Background: an optimization exercise with open tools, aiming at small area, a short achievable clock period and few clock cycles per item. Do not read the settings as production practice.
In this exercise RTL edits were held to simulation tests only and were not proved equivalent to the original.

[flow/design.v]
package rsa_pkg;
    localparam int PRIME_WIDTH = 8;            
    localparam int WORD_WIDTH  = 16;           
    localparam int MONT_WIDTH  = 17;           
    localparam int MONT_ROWS   = 18;           
    localparam int E_WIDTH     = 5;
    localparam logic [1:0] KG_IDLE = 2'd0;   
    localparam logic [1:0] KG_WAIT = 2'd1;   
    localparam logic [1:0] KG_RUN  = 2'd2;   
    localparam logic [4:0] KC_RED_INIT  = 5'd7;    
    localparam logic [4:0] KC_RED_FIRST = 5'd8;    
    localparam logic [4:0] KC_RED_LAST  = 5'd28;   
    localparam logic [4:0] KC_SQR       = 5'd29;   
    localparam logic [4:0] KC_R2        = 5'd30;   
    localparam logic [4:0] KC_END       = 5'd31;   
    localparam logic [1:0] EX_IDLE = 2'd0;   
    localparam logic [1:0] EX_CONV = 2'd1;   
    localparam logic [1:0] EX_SQR  = 2'd2;   
    localparam logic [1:0] EX_MUL  = 2'd3;   
endpackage
`timescale 1ns/1ps
import rsa_pkg::*;
module mont_qbit (
    input  logic s1_1,     
    input  logic c1_1,     
    input  logic q,        
    input  logic n_1,      
    input  logic a_next,   
    input  logic b_0,      
    output logic q_next
);
    assign q_next = s1_1 ^ c1_1 ^ (q & ~n_1) ^ (a_next & b_0);
endmodule
module mont_mul (
    input  logic [MONT_WIDTH-1:0] a,
    input  logic [MONT_WIDTH-1:0] b,
    input  logic [WORD_WIDTH-1:0] n,
    output logic [MONT_WIDTH-1:0] r
);
    localparam int W = MONT_WIDTH + 1;   
    logic [W-1:0] total;
    logic [W-1:0] rs [0:MONT_ROWS];   
    logic [W-1:0] rc [0:MONT_ROWS];   
    logic         rq [0:MONT_ROWS];   
    logic [W-1:0] a_ext, b_ext, n_ext;
    assign a_ext = W'(a);
    assign b_ext = W'(b);
    assign n_ext = W'(n);
    assign rs[0] = '0;
    assign rc[0] = '0;
    assign rq[0] = a[0] & b[0];
    for (genvar i = 0; i < MONT_ROWS; i++) begin : g_row
        logic [W-1:0] x, y, s1, c1, s2, c2;
        assign x  = a_ext[i] ? b_ext : '0;
        assign s1 = rs[i] ^ rc[i] ^ x;
        assign c1 = ((rs[i] & rc[i]) | (rs[i] & x) | (rc[i] & x)) << 1;
        assign y  = rq[i] ? n_ext : '0;
        assign s2 = s1 ^ c1 ^ y;
        assign c2 = ((s1 & c1) | (s1 & y) | (c1 & y)) << 1;
        assign rs[i+1] = s2 >> 1;   
        assign rc[i+1] = c2 >> 1;   
        mont_qbit qbit (
            .s1_1  (s1[1]),
            .c1_1  (c1[1]),
            .q     (rq[i]),
            .n_1   (n[1]),
            .a_next(a_ext[i+1]),
            .b_0   (b[0]),
            .q_next(rq[i+1])
        );
    end
    assign total = rs[MONT_ROWS] + rc[MONT_ROWS];
    assign r = total[MONT_WIDTH-1:0];
endmodule
`timescale 1ns/1ps
import rsa_pkg::*;
module rsa_core (
    input  logic                   clk,
    input  logic                   reset,
    input  logic                   key_valid,
    output logic                   key_ready,
    input  logic [PRIME_WIDTH-1:0] p,
    input  logic [PRIME_WIDTH-1:0] q,
    output logic                   keys_ready,
    output logic [WORD_WIDTH-1:0]  modulus_out,
    output logic [WORD_WIDTH-1:0]  public_e,
    input  logic                   msg_valid,
    output logic                   msg_ready,
    input  logic [WORD_WIDTH-1:0]  msg,
    input  logic                   encrypt,
    output logic                   result_valid,
    input  logic                   result_ready,
    output logic [WORD_WIDTH-1:0]  result
);
    logic [WORD_WIDTH-1:0]  n_reg;     
    logic [E_WIDTH-1:0]     e_reg;
    logic [WORD_WIDTH-1:0]  d_reg;
    logic [MONT_WIDTH-1:0]  r2_reg;    
    logic                   loaded;
    logic [MONT_WIDTH-1:0]  a_reg;     
    logic [MONT_WIDTH-1:0]  x_reg;     
    logic [WORD_WIDTH-1:0]  m_reg;     
    logic [WORD_WIDTH-1:0]  res_reg;
    logic [1:0]             ex_state;
    logic [3:0]             bit_idx;   
    logic                   enc_reg;
    logic                   fix_pend;  
    logic                   res_valid;
    logic [1:0]             kg_state;
    logic [4:0]             kc;        
    logic [2:0]             cand;      
    logic                   e_chk;     
    logic                   e_found;
    logic [4:0]             k_acc;     
    logic [4:0]             k_val;
    logic                   k_found;
    logic [4:0]             d_step;
    logic                   d_done;
    logic signed [5:0]      d_g;       
    logic [3:0]             t_hist;    
    logic [1:0]             dred_s;    
    logic                   key_busy_q, keys_ready_q, msg_ready_q;   
    logic                   key_ready_q;
    logic                   sel_a_m, sel_a_c;                   
    logic                   sel_b_r2, sel_b_a, sel_b_x, sel_b_m;  
    logic                   sel_n_c;                            
    assign key_ready_q  = !key_busy_q;   
    assign key_ready    = key_ready_q;
    assign keys_ready   = keys_ready_q;
    assign msg_ready    = msg_ready_q;
    assign result_valid = res_valid;
    assign result       = res_reg;
    assign modulus_out  = n_reg;
    assign public_e     = WORD_WIDTH'(e_reg);
    logic msg_fire, key_fire;
    assign msg_fire = msg_valid && msg_ready_q;
    assign key_fire = key_valid && key_ready_q;
    logic [WORD_WIDTH-1:0] exp_val;
    logic [3:0]            exp_top;
    logic                  exp_bit;
    assign exp_val = enc_reg ? WORD_WIDTH'(e_reg) : d_reg;
    assign exp_bit = exp_val[bit_idx];
    always_comb begin
        logic [3:0] idx;
        exp_top = 4'd0;
        idx     = 4'd0;
        for (int i = 0; i < WORD_WIDTH; i++) begin
            if (exp_val[i]) exp_top = idx;
            idx = idx + 4'd1;
        end
    end
    logic kg_run, last_op, fix_now, eng_free;
    logic res_op, kg_sqr, kg_r2, kg_end;
    assign kg_run   = (kg_state == KG_RUN);
    assign last_op  = (ex_state == EX_MUL) && (bit_idx == 4'd0);
    assign fix_now  = fix_pend && !res_valid;
    assign eng_free = (ex_state == EX_IDLE) && (!fix_pend || fix_now);
    assign res_op   = kg_run && (kc >= 5'd7) && !e_found && !e_chk;
    assign kg_sqr   = kg_run && (kc == KC_SQR) && k_found;
    assign kg_r2    = kg_run && (kc == KC_R2);
    assign kg_end   = kg_run && (kc >= KC_R2) && d_done;
    logic [1:0] ex_next, ex_hold, kg_next;   
    logic [3:0] bit_next;
    logic       fix_next, valid_next, loaded_next;
    logic [4:0] kc_next;
    logic       k_found_next;
    always_comb begin
        ex_hold  = ex_state;
        bit_next = bit_idx;
        case (ex_state)
            EX_IDLE: ;
            EX_CONV: begin
                ex_hold  = EX_SQR;
                bit_next = exp_top - 4'd1;
            end
            EX_SQR: begin
                if (exp_bit) ex_hold = EX_MUL;
                else         bit_next = bit_idx - 4'd1;
            end
            default: begin
                bit_next = bit_idx - 4'd1;
                ex_hold  = (bit_idx == 4'd0) ? EX_IDLE : EX_SQR;
            end
        endcase
        ex_next = msg_fire ? EX_CONV : ex_hold;
        fix_next = fix_pend;
        if (last_op)      fix_next = 1'b1;
        else if (fix_now) fix_next = 1'b0;
        valid_next = res_valid;
        if (fix_now)           valid_next = 1'b1;
        else if (result_ready) valid_next = 1'b0;
        kg_next     = kg_state;
        loaded_next = loaded;
        case (kg_state)
            KG_IDLE: if (key_fire) kg_next = KG_WAIT;
            KG_WAIT: if (eng_free) kg_next = KG_RUN;
            default: if (kg_end) begin
                kg_next     = KG_IDLE;
                loaded_next = 1'b1;
            end
        endcase
        kc_next = kc;
        if (kg_state == KG_WAIT) begin
            kc_next = 5'd0;
        end else if (kg_run) begin
            if (kc != KC_SQR && kc != KC_END) kc_next = kc + 5'd1;
            else if (kc == KC_SQR && k_found) kc_next = kc + 5'd1;
        end
    end
    logic kg_run_next, keys_ready_next;
    logic key_may, msg_may, key_waits, msg_waits, key_grant;
    logic key_turn;
    assign key_may   = (kg_next == KG_IDLE);
    assign msg_may   = !msg_fire && keys_ready_next &&
                       (((ex_hold == EX_IDLE) && !fix_next) ||
                        ((ex_hold == EX_MUL) && (bit_next == 4'd0) && !valid_next));
    assign key_waits = key_valid && !key_ready_q;
    assign msg_waits = msg_valid && !msg_ready_q;
    assign key_grant = (key_waits == msg_waits) ? key_turn : key_waits;
    logic [6:0] sel_hold;
    assign kg_run_next     = (kg_next == KG_RUN);
    logic d_done_next, keys_early;
    assign d_done_next     = d_done || (k_found && (d_step == 5'd15));
    assign keys_early      = (kg_next == KG_RUN) && (kc_next == KC_R2) && d_done_next;
    assign keys_ready_next = (loaded_next && (kg_next == KG_IDLE)) || keys_early;
    always_ff @(posedge clk or posedge reset) begin
        if (reset) begin
            ex_state     <= EX_IDLE;
            fix_pend     <= 1'b0;
            res_valid    <= 1'b0;
            kg_state     <= KG_IDLE;
            loaded       <= 1'b0;
            key_busy_q   <= 1'b0;
            keys_ready_q <= 1'b0;
            msg_ready_q  <= 1'b0;
            key_turn     <= 1'b1;
        end else begin
            ex_state     <= ex_next;
            fix_pend     <= fix_next;
            res_valid    <= valid_next;
            kg_state     <= kg_next;
            loaded       <= loaded_next;
            keys_ready_q <= keys_ready_next;
            key_busy_q   <= !(key_may && (!msg_may || key_grant));
            msg_ready_q  <= msg_may && !(key_may && key_grant);
            if (key_may && msg_may) key_turn <= !key_turn;
        end
    end
    always_ff @(posedge clk) begin
        bit_idx <= bit_next;
        kc      <= kc_next;
        if (msg_ready_q) enc_reg <= encrypt;
        sel_a_m  <= msg_fire || sel_hold[6];
        sel_a_c  <= !msg_fire && sel_hold[5];
        sel_b_r2 <= msg_fire;
        sel_b_a  <= !msg_fire && sel_hold[3];
        sel_b_x  <= !msg_fire && sel_hold[2];
        sel_b_m  <= !msg_fire && sel_hold[1];
        sel_n_c  <= !msg_fire && sel_hold[0];
    end
    always_comb begin
        sel_hold = '0;
        if (kg_run_next) begin
            if (kc_next == KC_SQR)     sel_hold = 7'b1000010;   
            else if (kc_next == KC_R2) sel_hold = 7'b0000010;   
            else                       sel_hold = 7'b0100101;   
        end else begin
            case (ex_hold)
                EX_SQR:  sel_hold = 7'b0001000;
                EX_MUL:  sel_hold = (bit_next == 4'd0) ? 7'b0000010 : 7'b0000100;
                default: sel_hold = '0;
            endcase
        end
    end
    logic [4:0] cand_e, cand_b;
    always_comb begin
        case (cand)
            3'd0:    begin cand_e = 5'd3;  cand_b = 5'd1;  end
            3'd1:    begin cand_e = 5'd5;  cand_b = 5'd1;  end
            3'd2:    begin cand_e = 5'd7;  cand_b = 5'd4;  end
            3'd3:    begin cand_e = 5'd11; cand_b = 5'd1;  end
            3'd4:    begin cand_e = 5'd13; cand_b = 5'd9;  end
            default: begin cand_e = 5'd17; cand_b = 5'd16; end
        endcase
    end
    logic [MONT_WIDTH-1:0] mm_a, mm_b, mm_r;
    logic [WORD_WIDTH-1:0] mm_n;
    assign mm_a = ({MONT_WIDTH{sel_a_m}} & MONT_WIDTH'(m_reg)) |
                  ({MONT_WIDTH{sel_a_c}} & MONT_WIDTH'(cand_b)) |
                  ({MONT_WIDTH{!sel_a_m && !sel_a_c}} & a_reg);
    assign mm_b = ({MONT_WIDTH{sel_b_r2}} & r2_reg) |
                  ({MONT_WIDTH{sel_b_a}}  & a_reg) |
                  ({MONT_WIDTH{sel_b_x}}  & x_reg) |
                  ({MONT_WIDTH{sel_b_m}}  & MONT_WIDTH'(m_reg));
    assign mm_n = sel_n_c ? WORD_WIDTH'(cand_e) : n_reg;
    mont_mul mont_mul_inst (
        .a(mm_a),
        .b(mm_b),
        .n(mm_n),
        .r(mm_r)
    );
    logic [MONT_WIDTH-1:0] sub_in;
    logic [MONT_WIDTH:0]   sub_out;
    logic [WORD_WIDTH-1:0] sub_red;    
    assign sub_in  = kg_run ? {m_reg, 1'b0} : a_reg;
    assign sub_out = {1'b0, sub_in} - {2'b0, n_reg};
    assign sub_red = sub_out[MONT_WIDTH] ? sub_in[WORD_WIDTH-1:0] : sub_out[WORD_WIDTH-1:0];
    always_ff @(posedge clk) begin
        if (fix_now) res_reg <= sub_red;
    end
    function automatic logic odd_prime(input logic [6:0] h);
        case (h)
            7'd1, 7'd2, 7'd3, 7'd5, 7'd6, 7'd8,
            7'd9, 7'd11, 7'd14, 7'd15, 7'd18, 7'd20,
            7'd21, 7'd23, 7'd26, 7'd29, 7'd30, 7'd33,
            7'd35, 7'd36, 7'd39, 7'd41, 7'd44, 7'd48,
            7'd50, 7'd51, 7'd53, 7'd54, 7'd56, 7'd63,
            7'd65, 7'd68, 7'd69, 7'd74, 7'd75, 7'd78,
            7'd81, 7'd83, 7'd86, 7'd89, 7'd90, 7'd95,
            7'd96, 7'd98, 7'd99, 7'd105, 7'd111, 7'd113,
            7'd114, 7'd116, 7'd119, 7'd120, 7'd125:
                     odd_prime = 1'b1;
            default: odd_prime = 1'b0;
        endcase
    endfunction
    logic       kg_start;
    logic [6:0] prime_in;
    logic       prime_out;
    assign prime_in  = (kg_state == KG_WAIT) ? r2_reg[7:1] : r2_reg[15:9];
    assign prime_out = odd_prime(prime_in);
    logic [8:0] n_sum;      
    logic [7:0] t_sum;      
    logic [4:0] k_next;
    logic [5:0] k_sum;
    logic [5:0] k_diff;
    logic [4:0] x_win;      
    logic [2:0] x_val;      
    logic       d_bit;
    logic [7:0] g_sum;
    assign kg_start = (kg_state == KG_WAIT) && eng_free;
    assign n_sum   = {1'b0, n_reg[15:8]} + (r2_reg[0] ? {1'b0, r2_reg[15:8]} : 9'd0);
    assign t_sum   = {1'b0, x_reg[13:7]} + (r2_reg[1] ? {1'b0, r2_reg[15:9]} : 8'd0);
    assign k_sum   = {1'b0, k_acc} + {1'b0, a_reg[4:0]};
    assign k_diff  = k_sum - {1'b0, e_reg};
    assign k_next  = k_diff[5] ? k_sum[4:0] : k_diff[4:0];
    logic t_from_x;
    assign t_from_x = ({1'b0, d_step} + {4'b0, dred_s}) >= 6'd2;
    assign x_win   = {t_hist, t_from_x ? x_reg[0] : 1'b0};
    always_comb begin
        x_val = (d_step == 5'd0) ? 3'd1 : 3'd0;
        for (int j = 0; j < 5; j++) begin
            x_val = x_val + ((k_val[j] && x_win[j]) ? 3'd1 : 3'd0);
        end
    end
    assign d_bit   = d_g[0] ^ x_val[0];
    assign g_sum   = {{2{d_g[5]}}, d_g} + (d_bit ? {3'b0, e_reg} : 8'd0) - {5'b0, x_val};
    always_ff @(posedge clk) begin
        if (key_fire) r2_reg <= {1'b0, p, q};
        if (kg_state == KG_WAIT) begin
            dred_s <= {1'b0, prime_out && (r2_reg[15:8] != r2_reg[7:0])};
        end else if (kg_run && kc == 5'd0) begin
            if (!(dred_s[0] && prime_out)) dred_s <= 2'd0;
            else if (!r2_reg[9] && !r2_reg[1]) dred_s <= 2'd2;   
            else dred_s <= 2'd1;
        end
        if (kg_start) begin
            n_reg   <= '0;
            x_reg   <= '0;
            cand    <= 3'd0;
            e_chk   <= 1'b0;
            e_found <= 1'b0;
            k_found <= 1'b0;
            d_done  <= 1'b0;
        end else if (kg_run) begin
            if (kc < 5'd8) begin
                n_reg <= {n_sum, n_reg[7:1]};
                r2_reg[7:0] <= r2_reg[7:0] >> 1;
                if (kc < 5'd7) x_reg[13:0] <= {t_sum, x_reg[6:1]};
            end
            if (kc == KC_RED_INIT) m_reg <= 16'd8;
            if (kc >= KC_RED_FIRST && kc <= KC_RED_LAST) begin
                m_reg <= sub_red;
            end
            if (res_op) begin
                e_chk <= 1'b1;
            end else if (e_chk) begin
                e_chk <= 1'b0;
                if (a_reg[4:0] == 5'd0 || a_reg[4:0] == cand_e) begin
                    cand <= cand + 3'd1;
                end else begin
                    e_found <= 1'b1;
                    e_reg   <= cand_e;
                    case (dred_s)
                        2'd0:    k_acc <= 5'd1;
                        2'd1:    k_acc <= 5'd2;
                        default: k_acc <= (cand == 3'd0) ? 5'd1 : 5'd4;
                    endcase
                    k_val   <= 5'd0;
                    d_step  <= 5'd0;
                    d_g     <= '0;
                    t_hist  <= '0;
                end
            end
            if (e_found && !k_found) begin
                k_acc <= k_next;
                k_val <= k_val + 5'd1;
                if (k_next == 5'd0) k_found <= 1'b1;
            end
            if (k_found && !d_done) begin
                d_reg  <= {d_bit, d_reg[15:1]};
                d_g    <= g_sum[6:1];   
                t_hist <= x_win[3:0];
                if (t_from_x) x_reg <= x_reg >> 1;
                d_step <= d_step + 5'd1;
                if (d_step == 5'd15) d_done <= 1'b1;
            end
            if (res_op || kg_sqr) a_reg <= mm_r;
            if (kg_r2) r2_reg <= mm_r;
        end
        if (msg_ready_q) m_reg <= msg;
        if (!kg_run) begin
            case (ex_state)
                EX_CONV: begin
                    a_reg <= mm_r;
                    x_reg <= mm_r;
                end
                EX_SQR, EX_MUL: a_reg <= mm_r;
                default: ;
            endcase
        end
    end
endmodule
[flow/flow/run.sh]
#!/bin/bash
# The standard layout (the standard.sh, standard synthesis included), with
# a small plain buffer on every port and the timing repair steps asked to leave
# extra setup slack, so that they work on the paths that set the achieved
# period. Constraints are unchanged.
set -euo pipefail
bash standard.sh SETUP_SLACK_MARGIN=87 "BUFFER_PORTS_ARGS=-buffer_cell sky130_fd_sc_hd__buf_1" finish > standard.log 2>&1
[flow/standard.sh]
#!/bin/bash
# synth_recipe.tcl (not shown) runs the flow's synth.tcl, then flattens the netlist and writes it again
# the make line also repeats each setting of config.mk as NAME=value (left out here)
make -C /OpenROAD-flow-scripts/flow DESIGN_CONFIG=/design/flow/config.mk WORK_HOME=/design/flow/orfs CLKGATE_MAP_FILE= SYNTH_SCRIPT=/design/flow/synth_recipe.tcl "${@:-finish}"
[flow/config.mk]
export PLATFORM = sky130hd
export DESIGN_NAME = rsa_core
export DESIGN_NICKNAME = rsa_core
export VERILOG_FILES = /design/flow/design.v
export SDC_FILE = /design/flow/constraint.sdc
export NUM_CORES = 4
export LEC_CHECK = 0
export CAP_MARGIN = 20
export CORE_MARGIN = 2
export CORE_UTILIZATION = 40
export CTS_CLUSTER_SIZE = 30
export SLEW_MARGIN = 20
export SYNTH_HIERARCHICAL = 1
export SYNTH_MINIMUM_KEEP_SIZE = 0
[flow/constraint.sdc]
create_clock -name core_clock -period 110.0 [get_ports {clk}]
set_input_delay 22.0000 -clock core_clock [delete_from_list [all_inputs] [get_ports {clk}]]
set_output_delay 22.0000 -clock core_clock [all_outputs]
set_load 0.01 [all_outputs]
==> out/results.ini, run 1 <==
[setup_path]
path_max_fanout=4
cp_top_family=flip-flops
timing.critical_path.buf_inv=1
critPathRequiredTime_ns=88.00
worst_setup_path_start_kind=flop
critPathMaxStageDelay_ns=0.50
cp.arrival_ns=1.09
path_class=reg2out
cell_with_the_biggest_individual_delay_on_the_critical_path=sky130_fd_sc_hd__dfrtp_4
worstPathCellList=clkbuf_2
setup.reg_to_reg.worst_slack_ns=88.41
timing.critical_path.to_type=primary output

[timing]
setup_violations=0
timing_worst_slew_pin_value_ns=1.038
clock.fmax_ghz=0.04331
layout_min_cycle_time_ns=23.09
rsz0062_at_grt=true
maxSlewHeadroom=0.3064
hold_viol=0
tcrit_tclk_final=0.2099
tns_ns=0
final.setup_skew_ns=0.01368
finalMaxSlewViolations=0

[drt]
route.detailed.wl_per_inst_um=16.70
detailroute.via_count=20930
drt_drc_violations_left=0
drt_wl_total_um=66730
drtAntennaViolNets=0
drt_iter0_markers=1424
first_pass_iters=6
vias_per_cell=5.239

[global_routing]
global_route_wire_length_before_repair_um=111600
antenna_found_initial=0
grt.overflow.total=0
maximum_number_of_pins_on_one_net_before_global_route_repair=51
grt_pass1_vias=20740
grt_use_total=0.1886

[synthesis]
yosys.cell_types.count=83
syn_area_um2=28530
gate_count_after_technology_mapping=3059
seq_total_area_yosys=0.1560
number_of_synthesized_flops_with_an_enable_pin=79
postSynth.asyncResetShare=0.06111
post_synth.cell_area_avg_um2=9.325
synth_warnings=16
yosys-top-cells-area=sky130_fd_sc_hd__fa_1 38%, sky130_fd_sc_hd__nand2_1 9.1%, sky130_fd_sc_hd__edfxtp_1 8.3%
post-synth-top-area-fraction=0.3790
ys_ff_latch=180
dominantRegCellSynth=sky130_fd_sc_hd__dfxtp_1
yosysTopAreaCell=sky130_fd_sc_hd__fa_1

[finish]
fillCellCount=7003
area_delta_synth_final_pct=6.983
final_net_count=3762
area_used_by_multi_input_combinational_logic_um2=22130
drive_gt1_frac=0.07690
seqCellArea_um2=4489
antenna_cells_inserted=0

[placed_design]
dp_hpwl_um=54710
port-buffer-count=77
gp_congestion=0.9345

[clock_network]
cts_buffers=17
cts_hold_repair.buffers=0
clock_latency_ns=0.47
cts-root-buf=sky130_fd_sc_hd__clkbuf_16
clock_pin_slew_on_the_worst_setup_and_hold_paths_ns=0.08
cts_tree=built
clock_sink_count=180
ctsLongestPathBuffers=2
htree_levels=4

[floorplan]
top_level_ports=90
die-width_um=271.1
rows=97
chipHeight_um=271.1
start_util=0.4059
die_area_um2=73470
design.core.area_um2=70270

[status]
run_status=timing/DRC/antenna clean

[min_path]
hold_path.class=reg2reg

[run]
max_cap_viol_count=0

-- cell families after synthesis --
| kind of cell | synth area share |
|---|---|
| other | 0.0003947 |
| muxes | 0.03219 |
| and+or+nand+nor | 0.1687 |
| xor gates and xnor gates | 0.03645 |
| adders and majority gates | 0.4408 |
| AOI/OAI and AO/OA | 0.09259 |
| DFF | 0.1560 |
| buffers and inverters | 0.07281 |
-- tightest hold or removal path, stage by stage (launching register included) --
cell                      delay, ns
sky130_fd_sc_hd__dfxtp_2       0.34
sky130_fd_sc_hd__nand2_1       0.05
sky130_fd_sc_hd__a21oi_1       0.05
-- Yosys stat by module, one instance, submodules excluded --
module / flip-flops and latches / times used / cells / cell area (um^2)
mont_qbit: 0 / 17 / 4 / 41.29
rsa_core: 180 / 1 / 1356 / 12010
mont_mul: 0 / 1 / 1635 / 15810
-- cell usage in the layout, fill, tap and decap left out, drive strengths merged, types with 9 or more instances in the layout --
master / Yosys / routed
xnor2: 37 / 37
o21bai: 11 / 11
or2: 9 / 9
a21o: 24 / 24
ha: 141 / 141
a22oi: 44 / 44
a22o: 15 / 15
nand3: 25 / 25
and2: 114 / 114
fa: 540 / 540
dfrtp: 10 / 10
a21oi: 104 / 104
inv: 343 / 351
nor2b: 35 / 36
mux2: 34 / 34
conb: 3 / 14
mux2i: 46 / 46
xnor3: 17 / 17
nand3b: 15 / 15
a211oi: 12 / 12
a31oi: 10 / 10
nand2b: 31 / 31
dfxtp: 90 / 90
clkbuf: 172 / 29
edfxtp: 79 / 79
nor3: 23 / 23
nand2: 689 / 689
o21ai: 95 / 95
xor2: 38 / 38
buf: 21 / 134
nor2: 85 / 85
and3: 31 / 31
-- path summary, 6_finish.rpt --
| check | to | depth (start not counted) | startpoint |
|---|---|---|---|
| max | msg_ready | 1 | msg_ready_q |
| min | n_reg[3] | 2 | n_reg[4] |
| max reg2reg | a_reg[16] | 75 | cand[0] |
| min reg2reg | n_reg[3] | 2 | n_reg[4] |
| max in group asynchronous | key_turn | 2 | reset |
| min in group asynchronous | keys_ready_q | 2 | reset |
-- cell usage after synthesis (all sizes together) (37+ instances only) --
library cell and n:
xor2 38, inv 343, ha 141, edfxtp 79, fa 540, and2 114, xnor2 37, o21ai 95
clkbuf 172, dfxtp 90, a21oi 104, mux2i 46, nand2 689, a22oi 44, nor2 85
-- timing repair --
item	CTS	global route
gates cloned	1	0
setup endpoints to repair	70	72
setup buffers	12	5
resized for setup	54	31
pin swaps	0	0
-- per-layer routing --
metal / share of wire / track usage
met1: 0.45 / 0.2657
met2: 0.47 / 0.3062
met5: 0 / 0
met3: 0.061 / 0.03319
met4: 0.016 / 0.03606
-- cell type report --
type / instances / share of cell area
Clock inverter: 15 / 0.004633
Clock buffer: 17 / 0.01394
Inverter: 343 / 0.04219
Timing Repair Buffer: 146 / 0.02849
Sequential cell: 180 / 0.1471
Multi-Input combinational cell: 2355 / 0.7251
Tap cell: 940 / 0.03854
-- per-stage QoR --
stage	instances	hold WS (ns)	setup slack (ns)	util	cell area, um^2
floorplan	3070	0.4313	86.91	-	28600
global placement	3946	0.4630	85.79	0.4222	29670
detailed placement	3946	0.4677	86.17	0.4223	29670
CTS	3991	0.4747	86.77	0.4331	30430
global route	3996	0.4890	86.88	0.4343	30520
finish	3996	0.4740	86.91	0.4343	30520
Testbench counts, summed over its fixed seeds: cycles 12,694, items 1,024.
==> run 2: changes to the inputs <==
--- a/flow/config.mk
+++ b/flow/config.mk
@@ -10,3 +10,2 @@
 export CORE_UTILIZATION = 40
-export CTS_CLUSTER_SIZE = 30
 export SLEW_MARGIN = 20
==> run 2 against run 1 <==
Net effect:
- still clean
- global-route usage is the same
- first-iteration DRC count did not move
- register-to-register slack barely moved
- wire length unchanged
- fmax unchanged
- core utilization unchanged
- cell count is the same
- cell area unchanged
- area after synthesis unchanged
- clock skew stayed put
- critical path type unchanged
==> out/results.ini, run 2 <==
[status]
run_status=timing/DRC/antenna clean

[timing]
tcrit_tclk_final=0.2099
layout_min_cycle_time_ns=23.09
timing_worst_slew_pin_value_ns=1.038
post-route-worst-setup-slack_ns=86.91
tns_ns=0
hold_viol=0
rsz0062_at_grt=true
final.setup_skew_ns=0.01368
setup_violations=0
maxSlewHeadroom=0.3064
finalMaxSlewViolations=0
clock.fmax_ghz=0.04331

[synthesis]
dominantRegCellSynth=sky130_fd_sc_hd__dfxtp_1
yosysMostFrequentCell=sky130_fd_sc_hd__nand2_1
seq_total_area_yosys=0.1560
number_of_synthesized_flops_with_an_enable_pin=79
syn_area_um2=28530
synth.top_cells.by_count=688 x sky130_fd_sc_hd__nand2_1, 540 x sky130_fd_sc_hd__fa_1, 343 x sky130_fd_sc_hd__inv_1
yosys.cell_types.count=83
gate_count_after_technology_mapping=3059
synth_warnings=16
postSynth.asyncResetShare=0.06111
yosysTopAreaCell=sky130_fd_sc_hd__fa_1
post_synth.cell_area_avg_um2=9.325
ys_ff_latch=180
yosys-top-cells-area=sky130_fd_sc_hd__fa_1 38%, sky130_fd_sc_hd__nand2_1 9.1%, sky130_fd_sc_hd__edfxtp_1 8.3%
post-synth-top-area-fraction=0.3790

[placed_design]
dp_hpwl_um=54710
gp_congestion=0.9345
dpl.cell_count=3946
port-buffer-count=77
worst_setup_slack_before_clock_tree_synthesis_ns=86.17

[setup_path]
timing.critical_path.buf_inv=1
path_class=reg2out
cell_with_the_biggest_individual_delay_on_the_critical_path=sky130_fd_sc_hd__dfrtp_4
worstPathCellList=clkbuf_2
worst-r2r-cell-count=75
critPathMaxStageDelay_ns=0.50
critPathRequiredTime_ns=88.00
timing.critical_path.to_type=primary output
cp_top_family=flip-flops
cp.arrival_ns=1.09
path_max_fanout=4
critical_path_depth=1
worst_setup_path_start_kind=flop

[floorplan]
die_area_um2=73470
top_level_ports=90
rows=97
chipHeight_um=271.1
die-width_um=271.1
start_util=0.4059
design.core.area_um2=70270

[global_routing]
global_route_wire_length_before_repair_um=111600
grt_pass1_vias=20740
grt_use_total=0.1886
antenna_found_initial=0
maximum_number_of_pins_on_one_net_before_global_route_repair=51
grt.overflow.total=0

[drt]
drt_iter0_markers=1424
drtAntennaViolNets=0
route.detailed.wl_per_inst_um=16.70
drt_drc_violations_left=0
vias_per_cell=5.239
drt_wl_total_um=66730
first_pass_iters=6
detailroute.via_count=20930

[finish]
layout.cells.most_common=sky130_fd_sc_hd__nand2_1
layout_common_cells=687 x sky130_fd_sc_hd__nand2_1, 540 x sky130_fd_sc_hd__fa_1, 343 x sky130_fd_sc_hd__inv_1, 141 x sky130_fd_sc_hd__ha_1, 114 x sky130_fd_sc_hd__and2_1
antenna_cells_inserted=0
final_net_count=3762
fillCellCount=7003
stdcell_count=3996
finalCoreUtilization=0.4343
area_delta_synth_final_pct=6.983
drive_gt1_frac=0.07690

[clock_network]
cts_buffers=17
ctsLongestPathBuffers=2
clock_latency_ns=0.47
clock_sink_count=180
htree_levels=4
cts_tree=built
clock_pin_slew_on_the_worst_setup_and_hold_paths_ns=0.08
cts-root-buf=sky130_fd_sc_hd__clkbuf_16
cts_hold_repair.buffers=0

[min_path]
number_of_cells_on_the_worst_hold_path=2
hold_path.class=reg2reg

[run]
max_cap_viol_count=0

## run 2: stage by stage
| step | hold WS [ns] | instance area [um^2] |
|---|---|---|
| 2_1_floorplan | 0.4313 | 28600 |
| 3_3_place_gp | 0.4630 | 29670 |
| 3_5_place_dp | 0.4677 | 29670 |
| 4_1_cts | 0.4747 | 30430 |
| 5_1_grt | 0.4890 | 30520 |
| 6_report | 0.4740 | 30520 |
## run 2: worst paths after layout
| kind | start | to | slack (ns) |
|---|---|---|---|
| max | msg_ready_q | msg_ready | 86.91 |
| min | n_reg[4] | n_reg[3] | 0.47 |
| max reg2reg | cand[0] | a_reg[16] | 88.41 |
| min reg2reg | n_reg[4] | n_reg[3] | 0.47 |
| max in group asynchronous | reset | key_turn | 88.18 |
| min in group asynchronous | reset | keys_ready_q | 21.49 |
## run 2: cell type report
class                   instances  area, um^2  share of cell area
multi-input cells            2355       22130              0.7251
repair buffers                146       869.6             0.02849
well taps                     940        1176             0.03854
flip-flops and latches        180        4489              0.1471
clock buffers                  17       425.4             0.01394
inverters                     343        1287             0.04219
clock inverters                15       141.4            0.004633
## run 2: cell families (layout without fill, tap and decap cells)
| family | after synthesis | after routing | synth area share |
|---|---|---|---|
| XOR/XNOR | 92 | 92 | 0.03645 |
| AND/OR/NAND/NOR | 1083 | 1084 | 0.1687 |
| other | 3 | 14 | 0.0003947 |
| flip-flops | 180 | 180 | 0.1560 |
| buffers and inverters | 536 | 521 | 0.07281 |
| adder cells (fa/ha/maj) | 681 | 681 | 0.4408 |
| multiplexers | 83 | 83 | 0.03219 |
| AO/OA/AOI/OAI | 401 | 401 | 0.09259 |
## run 2: per-module statistics from Yosys, one instance, submodules excluded
module,cells inside,cell area [um^2],flops+latches,copies in the design
mont_mul,1635,15810,0,1
mont_qbit,4,41.29,0,17
rsa_core,1356,12010,180,1
## run 2: routing by layer
layer,GRT usage,up-vias,part of all wire
met1,0.2657,10660,0.45
met3,0.03319,66,0.061
met5,0,-,0
li1,-,9717,-
met4,0.03606,0,0.016
met2,0.3062,493,0.47
## run 2: repair_timing
item / in CTS / in global routing
buffers inserted: 12 / 5
pin swaps: 0 / 0
cloned: 1 / 0
endpoints found under the setup margin: 70 / 72
gates resized for setup: 54 / 31
==> run 3: changes to the inputs <==
--- a/flow/design.v
+++ b/flow/design.v
@@ -121,2 +121,5 @@
     logic [1:0]             dred_s;    
+    logic                   dred3;     
+    logic                   div3_y;    
+    logic                   div3_c;    
     logic                   key_busy_q, keys_ready_q, msg_ready_q;   
@@ -326,2 +329,12 @@
     logic       kg_start;
+    logic       h_mod3_zero;
+    logic [2:0] h_even, h_odd;
+    assign h_even = {2'b0, prime_in[0]} + {2'b0, prime_in[2]} + {2'b0, prime_in[4]} + {2'b0, prime_in[6]};
+    assign h_odd  = {2'b0, prime_in[1]} + {2'b0, prime_in[3]} + {2'b0, prime_in[5]};
+    always_comb begin
+        case ({h_even, h_odd})
+            6'o00, 6'o11, 6'o22, 6'o33, 6'o30, 6'o03, 6'o41: h_mod3_zero = 1'b1;
+            default:                                         h_mod3_zero = 1'b0;
+        endcase
+    end
     logic [6:0] prime_in;
@@ -347,3 +360,6 @@
     assign t_from_x = ({1'b0, d_step} + {4'b0, dred_s}) >= 6'd2;
-    assign x_win   = {t_hist, t_from_x ? x_reg[0] : 1'b0};
+    logic t_raw, t_div3;
+    assign t_raw   = t_from_x ? x_reg[0] : 1'b0;
+    assign t_div3  = t_raw ^ div3_y ^ div3_c;
+    assign x_win   = {t_hist, dred3 ? t_div3 : t_raw};
     always_comb begin
@@ -360,3 +376,5 @@
             dred_s <= {1'b0, prime_out && (r2_reg[15:8] != r2_reg[7:0])};
+            dred3  <= h_mod3_zero;   
         end else if (kg_run && kc == 5'd0) begin
+            dred3 <= dred3 && h_mod3_zero && dred_s[0] && prime_out;   
             if (!(dred_s[0] && prime_out)) dred_s <= 2'd0;
@@ -392,6 +410,16 @@
                     e_reg   <= cand_e;
-                    case (dred_s)
-                        2'd0:    k_acc <= 5'd1;
-                        2'd1:    k_acc <= 5'd2;
-                        default: k_acc <= (cand == 3'd0) ? 5'd1 : 5'd4;
+                    case ({dred3, dred_s})
+                        3'b0_00: k_acc <= 5'd1;
+                        3'b0_01: k_acc <= 5'd2;
+                        3'b0_10,
+                        3'b0_11: k_acc <= (cand == 3'd0) ? 5'd1 : 5'd4;
+                        3'b1_01: k_acc <= (cand == 3'd1) ? 5'd1 : 5'd6;
+                        default: begin
+                            case (cand)
+                                3'd1:    k_acc <= 5'd2;    
+                                3'd2:    k_acc <= 5'd5;    
+                                3'd3:    k_acc <= 5'd1;    
+                                default: k_acc <= 5'd12;   
+                            endcase
+                        end
                     endcase
@@ -401,2 +429,4 @@
                     t_hist  <= '0;
+                    div3_y  <= 1'b0;
+                    div3_c  <= 1'b0;
                 end
@@ -412,2 +442,4 @@
                 t_hist <= x_win[3:0];
+                div3_y <= t_div3;
+                div3_c <= (t_div3 & div3_y) | (t_div3 & div3_c) | (div3_y & div3_c);
                 if (t_from_x) x_reg <= x_reg >> 1;
--- a/flow/config.mk
+++ b/flow/config.mk
@@ -9,3 +9,3 @@
 export CORE_MARGIN = 2
-export CORE_UTILIZATION = 40
+export CORE_UTILIZATION = 55
 export SLEW_MARGIN = 20
==> run 3 against run 2 <==
Net effect:
- cell count is 5.8% lower
- core utilization is 16 points higher
- sequential share of layout area is 0.26 points higher
- hold slack worse by 0.00059 ns
- synthesized cell count is 0.78% higher
- via count is 0.79% higher
- critical endpoint unchanged
- highest routed layer unchanged
==> out/results.ini, run 3 <==
[timing]
tcrit_tclk_final=0.2101
setup_violations=0
finalMaxSlewViolations=0
timing_worst_slew_pin_value_ns=0.9564
layout_min_cycle_time_ns=23.11
final.setup_skew_ns=0.01585
rsz0062_at_grt=true
maxSlewHeadroom=0.3624
clock.fmax_ghz=0.04326
hold_viol=0
tns_ns=0
post-route-worst-setup-slack_ns=86.89

[synthesis]
synth_warnings=16
ys_ff_latch=183
post_synth.cell_area_avg_um2=9.350
yosys-top-cells-area=sky130_fd_sc_hd__fa_1 38%, sky130_fd_sc_hd__nand2_1 8.8%, sky130_fd_sc_hd__edfxtp_1 8.5%
yosysMostFrequentCell=sky130_fd_sc_hd__nand2_1
number_of_synthesized_flops_with_an_enable_pin=82
postSynth.asyncResetShare=0.06011
gate_count_after_technology_mapping=3083
yosys.cell_types.count=85
post-synth-top-area-fraction=0.3764
seq_total_area_yosys=0.1575
syn_area_um2=28830
synth.top_cells.by_count=675 x sky130_fd_sc_hd__nand2_1, 542 x sky130_fd_sc_hd__fa_1, 348 x sky130_fd_sc_hd__inv_1
dominantRegCellSynth=sky130_fd_sc_hd__dfxtp_1
yosysTopAreaCell=sky130_fd_sc_hd__fa_1

[drt]
vias_per_cell=5.607
drt_wl_total_um=66610
drt_drc_violations_left=0
route.detailed.wl_per_inst_um=17.70
detailroute.via_count=21100
first_pass_iters=5
drtAntennaViolNets=0
drt_iter0_markers=1180

[min_path]
hold-path-endpoint=loaded
number_of_cells_on_the_worst_hold_path=1
hold_path.class=reg2reg
worst_hold_startpoint=loaded

[clock_network]
ctsLongestPathBuffers=2
clock_pin_slew_on_the_worst_setup_and_hold_paths_ns=0.07
clock_latency_ns=0.46
cts-root-buf=sky130_fd_sc_hd__clkbuf_16
htree_levels=4
clock_sink_count=183
cts_tree=built
cts_buffers=17
cts_hold_repair.buffers=0

[placed_design]
gp_congestion=0.9415
dp_hpwl_um=55440
port-buffer-count=77
worst_setup_slack_before_clock_tree_synthesis_ns=86.43
postPlaceCellArea_um2=29650

[setup_path]
critPathRequiredTime_ns=88.00
critPathMaxStageDelay_ns=0.42
timing.critical_path.buf_inv=2
cell_with_the_biggest_individual_delay_on_the_critical_path=sky130_fd_sc_hd__dfrtp_2
timing.critical_path.to_type=primary output
worst_setup_path_start_kind=flop
cp.arrival_ns=1.11
worstPathCellList=buf_12 -> buf_6
path_max_fanout=2
setup.reg_to_reg.worst_slack_ns=88.38
worst-r2r-cell-count=72
path_class=reg2out
crit-reg2reg-launch=sel_b_x
destination_of_the_worst_register_to_register_timing_path=r2_reg[16]
cp_top_family=flip-flops

[global_routing]
grt_use_total=0.2647
maximum_number_of_pins_on_one_net_before_global_route_repair=50
global_route_wire_length_before_repair_um=113300
grt.overflow.total=0
antenna_found_initial=2
grt_pass1_vias=21330

[floorplan]
rows=83
die-width_um=232.9
die_area_um2=54260
start_util=0.5585
design.core.area_um2=51610
chipHeight_um=232.9
top_level_ports=90

[finish]
antenna_cells_inserted=0
final_net_count=3795
layout_common_cells=674 x sky130_fd_sc_hd__nand2_1, 542 x sky130_fd_sc_hd__fa_1, 348 x sky130_fd_sc_hd__inv_1, 145 x sky130_fd_sc_hd__ha_1, 121 x sky130_fd_sc_hd__nor2_1
drive_gt1_frac=0.07590
finalInstanceArea_um2=30560
layout.cells.most_common=sky130_fd_sc_hd__nand2_1
area_delta_synth_final_pct=6.029

[status]
run_status=timing/DRC/antenna clean

[run]
max_cap_viol_count=0

## run 3: repair_timing
action	in CTS	in global routing
endpoints found under the setup margin	54	67
gates resized for setup	49	30
setup buffers	12	3
gates cloned	1	1
pin swaps	0	1
## run 3: routing by layer
layer / global-route usage / vias up / part of all wire
li1: - / 9771 / -
met1: 0.3976 / 10780 / 0.47
met2: 0.4116 / 464 / 0.46
met3: 0.03223 / 81 / 0.053
met4: 0.06210 / 0 / 0.019
met5: 0 / - / 0
## run 3: per-module statistics from Yosys, one instance, submodules excluded
module | cell area (um^2) | copies in the design | flops+latches | cells
mont_mul | 15810 | 1 | 0 | 1635
mont_qbit | 41.29 | 17 | 0 | 4
rsa_core | 12310 | 1 | 183 | 1380
## run 3: worst max-delay path by stage
stage / start / end / slack (ns) / cells past startpoint
after detailed placement: key_valid / key_turn / 86.43 / 8
final: msg_ready_q / msg_ready / 86.89 / 2
after global placement: key_valid / key_turn / 86.45 / 8
after floorplan: key_valid / key_turn / 87.00 / 6
after CTS: msg_ready_q / msg_ready / 86.87 / 2
after global routing: msg_ready_q / msg_ready / 86.86 / 2
## run 3: layout make-up
type	count	area (um^2)
multi-input cells	2371	22310
fillers	4655	21050
flip-flops and latches	183	4576
repair buffers	146	920.9
inverters	351	1318
well taps	680	850.8
clock buffers	18	439.2
clock inverters	14	152.6
## run 3: cell families after synthesis
| group | count (synthesis) | synth area share |
|---|---|---|
| buf+inv | 540 | 0.07249 |
| mux | 91 | 0.03572 |
| simple gates | 1092 | 0.1679 |
| fa+ha+maj | 687 | 0.4394 |
| flops | 183 | 0.1575 |
| xor+xnor | 103 | 0.03941 |
| other cells | 3 | 0.0003906 |
| compound gates | 384 | 0.08716 |
## run 3: per-stage QoR
| step | hold slack, ns | instances | util |
|---|---|---|---|
| floorplan | 0.4258 | 3094 | - |
| global placement | 0.4494 | 3714 | 0.5744 |
| detailed placement | 0.4538 | 3714 | 0.5745 |
| CTS | 0.4739 | 3759 | 0.5900 |
| global route | 0.5000 | 3763 | 0.5922 |
| finish | 0.4735 | 3763 | 0.5922 |
Testbench counts of run 3, summed over its fixed seeds: cycles 12,475, items 1,024.
==> run 4: changes to the inputs <==
--- a/flow/config.mk
+++ b/flow/config.mk
@@ -9,3 +9,3 @@
 export CORE_MARGIN = 2
-export CORE_UTILIZATION = 55
+export CORE_UTILIZATION = 40
 export SLEW_MARGIN = 20
==> run 4 against run 3 <==
Net effect:
- still clean on timing, DRC and antenna
- clock skew is 0.00099 ns higher
- critical path type unchanged
- critical path depth down 1
- cell area rose by 0.95%
- wire length is essentially flat
- critical endpoint unchanged
- register-to-register slack better by 0.18 ns
- count of clock-buffer cells in the layout unchanged
- die area increased by 37%
==> out/results.ini, run 4 <==
[floorplan]
rows=98
die_area_um2=74230
top_level_ports=90
chipHeight_um=272.4
design.core.area_um2=71360
start_util=0.4039
die-width_um=272.4

[drt]
drt_drc_violations_left=0
drtAntennaViolNets=0
first_pass_iters=6
route.detailed.wl_per_inst_um=16.53
drt_wl_total_um=66650
drt_iter0_markers=1461
detailroute.via_count=21050
vias_per_cell=5.220

[finish]
layout_common_cells=674 x sky130_fd_sc_hd__nand2_1, 542 x sky130_fd_sc_hd__fa_1, 348 x sky130_fd_sc_hd__inv_1, 145 x sky130_fd_sc_hd__ha_1, 120 x sky130_fd_sc_hd__nor2_1
area_delta_synth_final_pct=7.032
antenna_cells_inserted=0
finalCoreUtilization=0.4323
layout.cells.most_common=sky130_fd_sc_hd__nand2_1
area_used_by_multi_input_combinational_logic_um2=22310
seqCellArea_um2=4577
fillCellCount=7206
drive_gt1_frac=0.07785
final_net_count=3795

[clock_network]
cts_buffers=17
clock_sink_count=183
clock_latency_ns=0.46
cts_hold_repair.buffers=0
clock_pin_slew_on_the_worst_setup_and_hold_paths_ns=0.07
ctsLongestPathBuffers=2
cts_tree=built
htree_levels=4
cts-root-buf=sky130_fd_sc_hd__clkbuf_16

[setup_path]
timing.critical_path.to_type=primary output
critPathRequiredTime_ns=88.00
setup.reg_to_reg.worst_slack_ns=88.56
worst_setup_path_start_kind=flop
path_class=reg2out
critPathMaxStageDelay_ns=0.45
path_max_fanout=2
cp_top_family=flip-flops
timing.critical_path.buf_inv=1
cp.arrival_ns=1.04
cell_with_the_biggest_individual_delay_on_the_critical_path=sky130_fd_sc_hd__dfrtp_2
worstPathCellList=buf_6

[synthesis]
synth_top_family_by_area=adder cells
synth_compound_area_frac=0.08716
synth_warnings=16
number_of_synthesized_flops_with_an_enable_pin=82
postSynth.asyncResetShare=0.06011
yosysTopAreaCell=sky130_fd_sc_hd__fa_1
gate_count_after_technology_mapping=3083
yosys-top-cells-area=sky130_fd_sc_hd__fa_1 38%, sky130_fd_sc_hd__nand2_1 8.8%, sky130_fd_sc_hd__edfxtp_1 8.5%
synth.mux.area_fraction=0.03572
ys_ff_latch=183
xor_xnor_share_of_the_synthesized_area=0.03941
post_synth.cell_area_avg_um2=9.350
synth.top_cells.by_count=675 x sky130_fd_sc_hd__nand2_1, 542 x sky130_fd_sc_hd__fa_1, 348 x sky130_fd_sc_hd__inv_1
yosys.cell_types.count=85
dominantRegCellSynth=sky130_fd_sc_hd__dfxtp_1
seq_total_area_yosys=0.1575
yosysMostFrequentCell=sky130_fd_sc_hd__nand2_1
synth_simple_gate_area_frac=0.1679
syn_area_um2=28830
post-synth-top-area-fraction=0.3764
yosys.area_share.adder=0.4394

[placed_design]
worst_setup_slack_before_clock_tree_synthesis_ns=86.50
gp_congestion=0.8993
port-buffer-count=77
dp_hpwl_um=55380

[timing]
setup_violations=0
maxSlewHeadroom=0.4105
finalMaxSlewViolations=0
timing_worst_slew_pin_value_ns=0.8810
tns_ns=0
final.setup_skew_ns=0.01684
hold_viol=0
layout_min_cycle_time_ns=23.04
post-route-worst-setup-slack_ns=86.96
rsz0062_at_grt=true
tcrit_tclk_final=0.2094
clock.fmax_ghz=0.04341

[min_path]
hold_path.class=reg2reg

[status]
run_status=timing/DRC/antenna clean

[global_routing]
grt_use_total=0.1879
grt.overflow.total=0
antenna_found_initial=0
grt_pass1_vias=20590
global_route_wire_length_before_repair_um=112500
maximum_number_of_pins_on_one_net_before_global_route_repair=51

[run]
max_cap_viol_count=0

-- run 4: through the flow --
step           hold WS (ns)  area, um^2  instances
6_report             0.4708       30850       4033
5_1_grt              0.4689       30850       4033
4_1_cts              0.4661       30730       4026
3_5_place_dp         0.4458       29990       3985
3_3_place_gp         0.4470       29980       3983
2_1_floorplan        0.4258       28870       3094
-- run 4: repair_timing --
action	CTS	global route
setup buffers	9	7
cloned	0	0
pin swaps	0	1
setup endpoints to repair	53	81
resized for setup	46	40
-- run 4: metal layers --
layer | GRT usage | vias up | part of all wire
li1 | - | 9776 | -
met1 | 0.2807 | 10750 | 0.47
met2 | 0.2984 | 480 | 0.47
met3 | 0.02257 | 50 | 0.053
met4 | 0.02762 | 0 | 0.010
met5 | 0 | - | 0
-- run 4: kinds of logic after synthesis --
| group | Yosys count |
|---|---|
| AO/OA/AOI/OAI | 384 |
| AND/OR/NAND/NOR | 1092 |
| adder cells (fa/ha/maj) | 687 |
| flip-flops | 183 |
| multiplexers | 91 |
| buffers and inverters | 540 |
| other | 3 |
| XOR/XNOR | 103 |
-- run 4: path summary, 6_finish.rpt --
check | startpoint | endpoint | cells after the start
setup / recovery | msg_ready_q | msg_ready | 1
hold / removal | loaded | loaded | 1
setup reg to reg | cand[2] | r2_reg[16] | 74
hold reg to reg | loaded | loaded | 1
max in group asynchronous | reset | key_turn | 2
min in group asynchronous | reset | res_valid | 2
-- run 4: layout make-up --
cell class | count | area share
flip-flops and latches | 183 | 0.1483
clock inverters | 14 | 0.004867
inverters | 351 | 0.04270
multi-input cells | 2371 | 0.7230
clock buffers | 18 | 0.01423
well taps | 950 | 0.03853
repair buffers | 146 | 0.02831
-- run 4: per-module statistics from Yosys, one instance, submodules excluded --
module     flops+latches  cell area, um^2  cells inside
mont_mul               0            15810          1635
rsa_core             183            12310          1380
mont_qbit              0            41.29             4
==> run 5: changes to the inputs <==
--- a/flow/flow/run.sh
+++ b/flow/flow/run.sh
@@ -6,2 +6,2 @@
 set -euo pipefail
-bash standard.sh SETUP_SLACK_MARGIN=87 "BUFFER_PORTS_ARGS=-buffer_cell sky130_fd_sc_hd__buf_1" finish > standard.log 2>&1
+bash standard.sh SETUP_SLACK_MARGIN=86.8 "BUFFER_PORTS_ARGS=-buffer_cell sky130_fd_sc_hd__buf_1" finish > standard.log 2>&1
==> run 5 against run 4 <==
Net effect:
- setup slack got worse by 0.099 ns
- sequential share of layout area about the same
- clock skew decreased by 0.0019 ns
- core utilization decreased by 0.34 points
- flip-flop and latch count unchanged
- critical path depth unchanged
- non-clock buffer count decreased by 16
- via count decreased by 0.60%
- die area unchanged
- cell count decreased by 0.40%
- count of clock-buffer cells in the layout decreased by 1
- critical path type unchanged
==> out/results.ini, run 5 <==
[synthesis]
synth_warnings=16
post-synth-top-area-fraction=0.3764
post_synth.cell_area_avg_um2=9.350
synth.top_cells.by_count=675 x sky130_fd_sc_hd__nand2_1, 542 x sky130_fd_sc_hd__fa_1, 348 x sky130_fd_sc_hd__inv_1
yosysMostFrequentCell=sky130_fd_sc_hd__nand2_1
dominantRegCellSynth=sky130_fd_sc_hd__dfxtp_1
number_of_synthesized_flops_with_an_enable_pin=82
yosysTopAreaCell=sky130_fd_sc_hd__fa_1
gate_count_after_technology_mapping=3083
syn_area_um2=28830
yosys-top-cells-area=sky130_fd_sc_hd__fa_1 38%, sky130_fd_sc_hd__nand2_1 8.8%, sky130_fd_sc_hd__edfxtp_1 8.5%
postSynth.asyncResetShare=0.06011
ys_ff_latch=183
yosys.cell_types.count=85
seq_total_area_yosys=0.1575

[setup_path]
timing.critical_path.to_type=primary output
cp.arrival_ns=1.14
worstPathCellList=buf_1
worst-r2r-cell-count=74
critPathMaxStageDelay_ns=0.42
destination_of_the_worst_register_to_register_timing_path=r2_reg[16]
cp_top_family=flip-flops
cell_with_the_biggest_individual_delay_on_the_critical_path=sky130_fd_sc_hd__dfxtp_1
critPathRequiredTime_ns=88.00
path_max_fanout=4
timing.critical_path.buf_inv=1
path_class=reg2out
worst_setup_path_start_kind=flop
crit-reg2reg-launch=cand[2]
setup.reg_to_reg.worst_slack_ns=88.38

[global_routing]
grt_use_total=0.1888
maximum_number_of_pins_on_one_net_before_global_route_repair=51
grt_met3_use=0.01992
gr-usage-met1=0.2824
grt_pass1_vias=20870
grt.overflow.total=0
antenna_found_initial=0
met2_usage=0.3042
global_route.peak_usage_layer=met2
global_route_wire_length_before_repair_um=113300

[min_path]
number_of_cells_on_the_worst_hold_path=1
hold-path-endpoint=loaded
worst_hold_startpoint=loaded
hold_path.class=reg2reg

[finish]
antenna_cells_inserted=0
area_delta_synth_final_pct=6.190
drive_gt1_frac=0.05510
final_net_count=3779
layout.cells.most_common=sky130_fd_sc_hd__nand2_1
layout_common_cells=674 x sky130_fd_sc_hd__nand2_1, 542 x sky130_fd_sc_hd__fa_1, 348 x sky130_fd_sc_hd__inv_1, 145 x sky130_fd_sc_hd__ha_1, 120 x sky130_fd_sc_hd__nor2_1

[clock_network]
ctsLongestPathBuffers=2
clock_latency_ns=0.47
cts_buffers=17
clock_pin_slew_on_the_worst_setup_and_hold_paths_ns=0.08
cts-root-buf=sky130_fd_sc_hd__clkbuf_16
htree_levels=4
cts_tree=built
clock_sink_count=183

[floorplan]
chipHeight_um=272.4
die-width_um=272.4
design.core.area_um2=71360
die_area_um2=74230
start_util=0.4039
rows=98
top_level_ports=90

[timing]
hold_viol=0
final.setup_skew_ns=0.01491
maxSlewHeadroom=0.2888
finalMaxSlewViolations=0
tns_ns=0
layout_min_cycle_time_ns=23.14
rsz0062_at_grt=false
post-route-worst-setup-slack_ns=86.86
setup_violations=0
timing_worst_slew_pin_value_ns=1.056
tcrit_tclk_final=0.2103
clock.fmax_ghz=0.04322

[drt]
vias_per_cell=5.209
drt_drc_violations_left=0
drtAntennaViolNets=0
drt_iter0_markers=1409
route.detailed.wl_per_inst_um=16.52
first_pass_iters=6
drt_wl_total_um=66350
detailroute.via_count=20920

[placed_design]
gp_congestion=0.9152
port-buffer-count=77
dp_hpwl_um=55340
worst_setup_slack_before_clock_tree_synthesis_ns=86.33

[run]
max_cap_viol_count=0

[status]
run_status=timing/DRC/antenna clean

run 5: kinds of logic (layout without fill, tap and decap cells):
group	Yosys count	after routing	synth area share
compound gates	384	384	0.08716
xor+xnor	103	103	0.03941
fa+ha+maj	687	687	0.4394
buf+inv	540	513	0.07249
flops	183	183	0.1575
mux	91	91	0.03572
other cells	3	14	0.0003906
simple gates	1092	1092	0.1679
run 5: Yosys stat by module, one instance, submodules excluded:
module	times used	area, um^2
mont_qbit	17	41.29
mont_mul	1	15810
rsa_core	1	12310
run 5: layer usage:
layer  wire [um]  up-vias
li1            -     9748
met1       31470    10740
met2       31340      401
met3        3085       36
met4         456        0
met5           0        -
run 5: worst max-delay path by stage:
stage                     startpoint              end  slack [ns]  depth (start not counted)
final                      n_reg[10]  modulus_out[10]       86.86                          1
after global routing       key_valid         key_turn       86.81                          9
after CTS                   n_reg[1]   modulus_out[1]       86.80                          1
after detailed placement   key_valid         key_turn       86.33                          8
after global placement     key_valid         key_turn       86.38                          8
after floorplan            key_valid         key_turn       86.92                          6
run 5: area by class of cell:
cell class,instances,area (um^2)
Fill cell,7175,40750
Multi-Input combinational cell,2371,22280
Sequential cell,183,4542
Inverter,351,1318
Tap cell,950,1189
Timing Repair Buffer,130,686.9
Clock buffer,17,425.4
Clock inverter,15,165.2
run 5: timing repair:
item,CTS,global route
hold buffers,0,0
buffers inserted,0,0
endpoints found under the setup margin,13,51
gates resized for setup,2,16
run 5: metrics by stage:
step,area (um^2),std cells,utilization,hold WS (ns)
6_report,30610,4017,0.4289,0.4659
5_1_grt,30610,4017,0.4289,0.4898
4_1_cts,30590,4017,0.4286,0.4673
3_5_place_dp,29990,3985,0.4203,0.4494
3_3_place_gp,29990,3985,0.4203,0.4476
2_1_floorplan,28870,3094,-,0.4258
==> run 6: changes to the inputs <==
--- a/flow/flow/run.sh
+++ b/flow/flow/run.sh
@@ -6,2 +6,2 @@
 set -euo pipefail
-bash standard.sh SETUP_SLACK_MARGIN=86.8 "BUFFER_PORTS_ARGS=-buffer_cell sky130_fd_sc_hd__buf_1" finish > standard.log 2>&1
+bash standard.sh SETUP_SLACK_MARGIN=86.9 "BUFFER_PORTS_ARGS=-buffer_cell sky130_fd_sc_hd__buf_1" finish > standard.log 2>&1
==> run 6 against run 5 <==
Net effect:
- largest cell class unchanged
- synthesized cell count unchanged
- fmax up 0.24%
- clock skew up 0.0018 ns
==> out/results.ini, run 6 <==
[status]
run_status=timing/DRC/antenna clean

[drt]
route.detailed.wl_per_inst_um=16.50
drtAntennaViolNets=0
drt_iter0_markers=1418
drt_wl_total_um=66360
first_pass_iters=6
vias_per_cell=5.201
detailroute.via_count=20920
drt_drc_violations_left=0

[global_routing]
global_route_wire_length_before_repair_um=113400
antenna_found_initial=0
maximum_number_of_pins_on_one_net_before_global_route_repair=51
grt_pass1_vias=20890
grt_use_total=0.1889
grt.overflow.total=0

[clock_network]
htree_levels=4
cts_tree=built
ctsLongestPathBuffers=2
clock_pin_slew_on_the_worst_setup_and_hold_paths_ns=0.08
clock_latency_ns=0.47
cts_buffers=17
clock_sink_count=183
cts-root-buf=sky130_fd_sc_hd__clkbuf_16

[floorplan]
die_area_um2=74230
rows=98
chipHeight_um=272.4
top_level_ports=90
die-width_um=272.4
design.core.area_um2=71360
start_util=0.4039

[synthesis]
yosysTopAreaCell=sky130_fd_sc_hd__fa_1
synth.top_cells.by_count=675 x sky130_fd_sc_hd__nand2_1, 542 x sky130_fd_sc_hd__fa_1, 348 x sky130_fd_sc_hd__inv_1
yosys-top-cells-area=sky130_fd_sc_hd__fa_1 38%, sky130_fd_sc_hd__nand2_1 8.8%, sky130_fd_sc_hd__edfxtp_1 8.5%
yosys.cell_types.count=85
postSynth.asyncResetShare=0.06011
seq_total_area_yosys=0.1575
number_of_synthesized_flops_with_an_enable_pin=82
ys_ff_latch=183
dominantRegCellSynth=sky130_fd_sc_hd__dfxtp_1
syn_area_um2=28830
synth_warnings=16
post_synth.cell_area_avg_um2=9.350
post-synth-top-area-fraction=0.3764
yosysMostFrequentCell=sky130_fd_sc_hd__nand2_1
gate_count_after_technology_mapping=3083

[min_path]
hold_path.class=reg2reg

[timing]
maxSlewHeadroom=0.2987
finalMaxSlewViolations=0
final.setup_skew_ns=0.01675
tns_ns=0
layout_min_cycle_time_ns=23.08
post-route-worst-setup-slack_ns=86.92
hold_viol=0
tcrit_tclk_final=0.2098
timing_worst_slew_pin_value_ns=1.041
rsz0062_at_grt=false
clock.fmax_ghz=0.04332
setup_violations=0

[placed_design]
worst_setup_slack_before_clock_tree_synthesis_ns=86.33
port-buffer-count=77
gp_congestion=0.9152
dp_hpwl_um=55340

[setup_path]
timing.critical_path.buf_inv=1
worst_setup_path_start_kind=flop
path_class=reg2out
timing.critical_path.to_type=primary output
cp.arrival_ns=1.08
worst-r2r-cell-count=74
critPathRequiredTime_ns=88.00
worstPathCellList=buf_1
path_max_fanout=4
cp_top_family=flip-flops
cell_with_the_biggest_individual_delay_on_the_critical_path=sky130_fd_sc_hd__dfxtp_1
crit-reg2reg-launch=cand[2]
destination_of_the_worst_register_to_register_timing_path=r2_reg[16]
endpoint=modulus_out[7]
timing.critical_path.from=n_reg[7]
critPathMaxStageDelay_ns=0.39
critical_path_depth=1
setup.reg_to_reg.worst_slack_ns=88.35

[finish]
layout_common_cells=674 x sky130_fd_sc_hd__nand2_1, 542 x sky130_fd_sc_hd__fa_1, 348 x sky130_fd_sc_hd__inv_1, 145 x sky130_fd_sc_hd__ha_1, 120 x sky130_fd_sc_hd__nor2_1
drive_gt1_frac=0.06185
layout.cells.most_common=sky130_fd_sc_hd__nand2_1
fillCellCount=7170
area_delta_synth_final_pct=6.398
final_net_count=3784
antenna_cells_inserted=0

[run]
max_cap_viol_count=0

[run 6: cell counts after synthesis]
Identical to the previous run, type by type.
[run 6: per-layer routing]
| metal | vias to the layer above | share of wire | global-route usage |
|---|---|---|---|
| li1 | 9747 | - | - |
| met1 | 10740 | 0.47 | 0.2827 |
| met2 | 393 | 0.47 | 0.3043 |
| met3 | 40 | 0.048 | 0.01992 |
| met4 | 0 | 0.0076 | 0.02227 |
| met5 | - | 0 | 0 |
[run 6: how the worst min path moves through the flow]
stage                     startpoint     end  slack [ns]  cells past startpoint
after detailed placement      loaded  loaded        0.45                      1
after global placement        loaded  loaded        0.45                      1
after CTS                     loaded  loaded        0.47                      1
final                         loaded  loaded        0.47                      1
after floorplan               loaded  loaded        0.43                      1
after global routing          loaded  loaded        0.49                      1
[run 6: Yosys stat by module, one instance, submodules excluded]
module / area [um^2] / times used
mont_mul: 15810 / 1
rsa_core: 12310 / 1
mont_qbit: 41.29 / 17
[run 6: cell families (layout without fill, tap and decap cells)]
kind of cell,count (synthesis),count (layout),share of synthesized area
and+or+nand+nor,1092,1092,0.1679
xor gates and xnor gates,103,103,0.03941
other,3,14,0.0003906
AOI/OAI and AO/OA,384,384,0.08716
muxes,91,91,0.03572
adders and majority gates,687,687,0.4394
buffers and inverters,540,518,0.07249
DFF,183,183,0.1575
[run 6: what timing repair did]
| item | 4_1_cts | 5_1_grt |
|---|---|---|
| hold buffers | 0 | 0 |
| endpoints found under the setup margin | 37 | 60 |
| pin swaps | 0 | 0 |
| endpoints found under the hold margin | 0 | 0 |
| setup buffers | 3 | 2 |
| gates resized for setup | 13 | 21 |
[run 6: metrics by stage]
stage	hold slack [ns]	cells	instance area, um^2	util
CTS	0.4673	4020	30620	0.4291
global placement	0.4476	3985	29990	0.4203
global route	0.4898	4022	30670	0.4298
detailed placement	0.4494	3985	29990	0.4203
floorplan	0.4258	3094	28870	-
finish	0.4671	4022	30670	0.4298
[run 6: final cells by class]
class,count,area [um^2],area share
Multi-Input combinational cell,2371,22290,0.7267
Clock inverter,15,165.2,0.005385
Sequential cell,183,4549,0.1483
Timing Repair Buffer,135,735.7,0.02399
Inverter,351,1318,0.04296
Clock buffer,17,425.4,0.01387
Tap cell,950,1189,0.03876

[what the ideal ports hide]
In the flow no input, the clock included, has a driving cell. The finished layouts below were timed again as built, in two steps. Step 1: set_driving_cell puts a clkbuf_16 on clk and a buf_2 on each other input, an assumption about the parent block. Step 2 adds t to the input delays and takes it off the output delays; t is the mean of the earliest and latest rising clock arrival at the registers after step 1. Input paths then give back, and output paths get back, about the clock's delay inside the block. Slacks: ideal ports / drivers / drivers and shift; pairs: ideal ports / drivers.
| run | shift t [ns] | slack for setup (ns) | hold WS [ns] | worst setup path after step 2 | worst data-port slew with drivers (ns) |
|---|---|---|---|---|---|
| run 1 | 0.508 | 86.908 / 86.861 / 86.603 | 0.474 / 0.474 / 0.474 | input to register | 0.09 |
| run 2 | 0.508 | 86.908 / 86.861 / 86.603 | 0.474 / 0.474 / 0.474 | input to register | 0.09 |
| run 3 | 0.502 | 86.885 / 86.836 / 86.677 | 0.473 / 0.473 / 0.473 | input to register | 0.04 |
| run 4 | 0.507 | 86.961 / 86.905 / 86.571 | 0.471 / 0.471 / 0.471 | input to register | 0.06 |
| run 5 | 0.519 | 86.863 / 86.804 / 86.449 | 0.466 / 0.466 / 0.466 | input to register | 0.05 |
| run 6 | 0.518 | 86.919 / 86.860 / 86.514 | 0.467 / 0.467 / 0.467 | input to register | 0.05 |
After both steps every run listed still meets setup and hold. For run 5, which loses most, drivers alone change the setup slack by -0.059 ns; drivers and shift together by -0.414 ns.
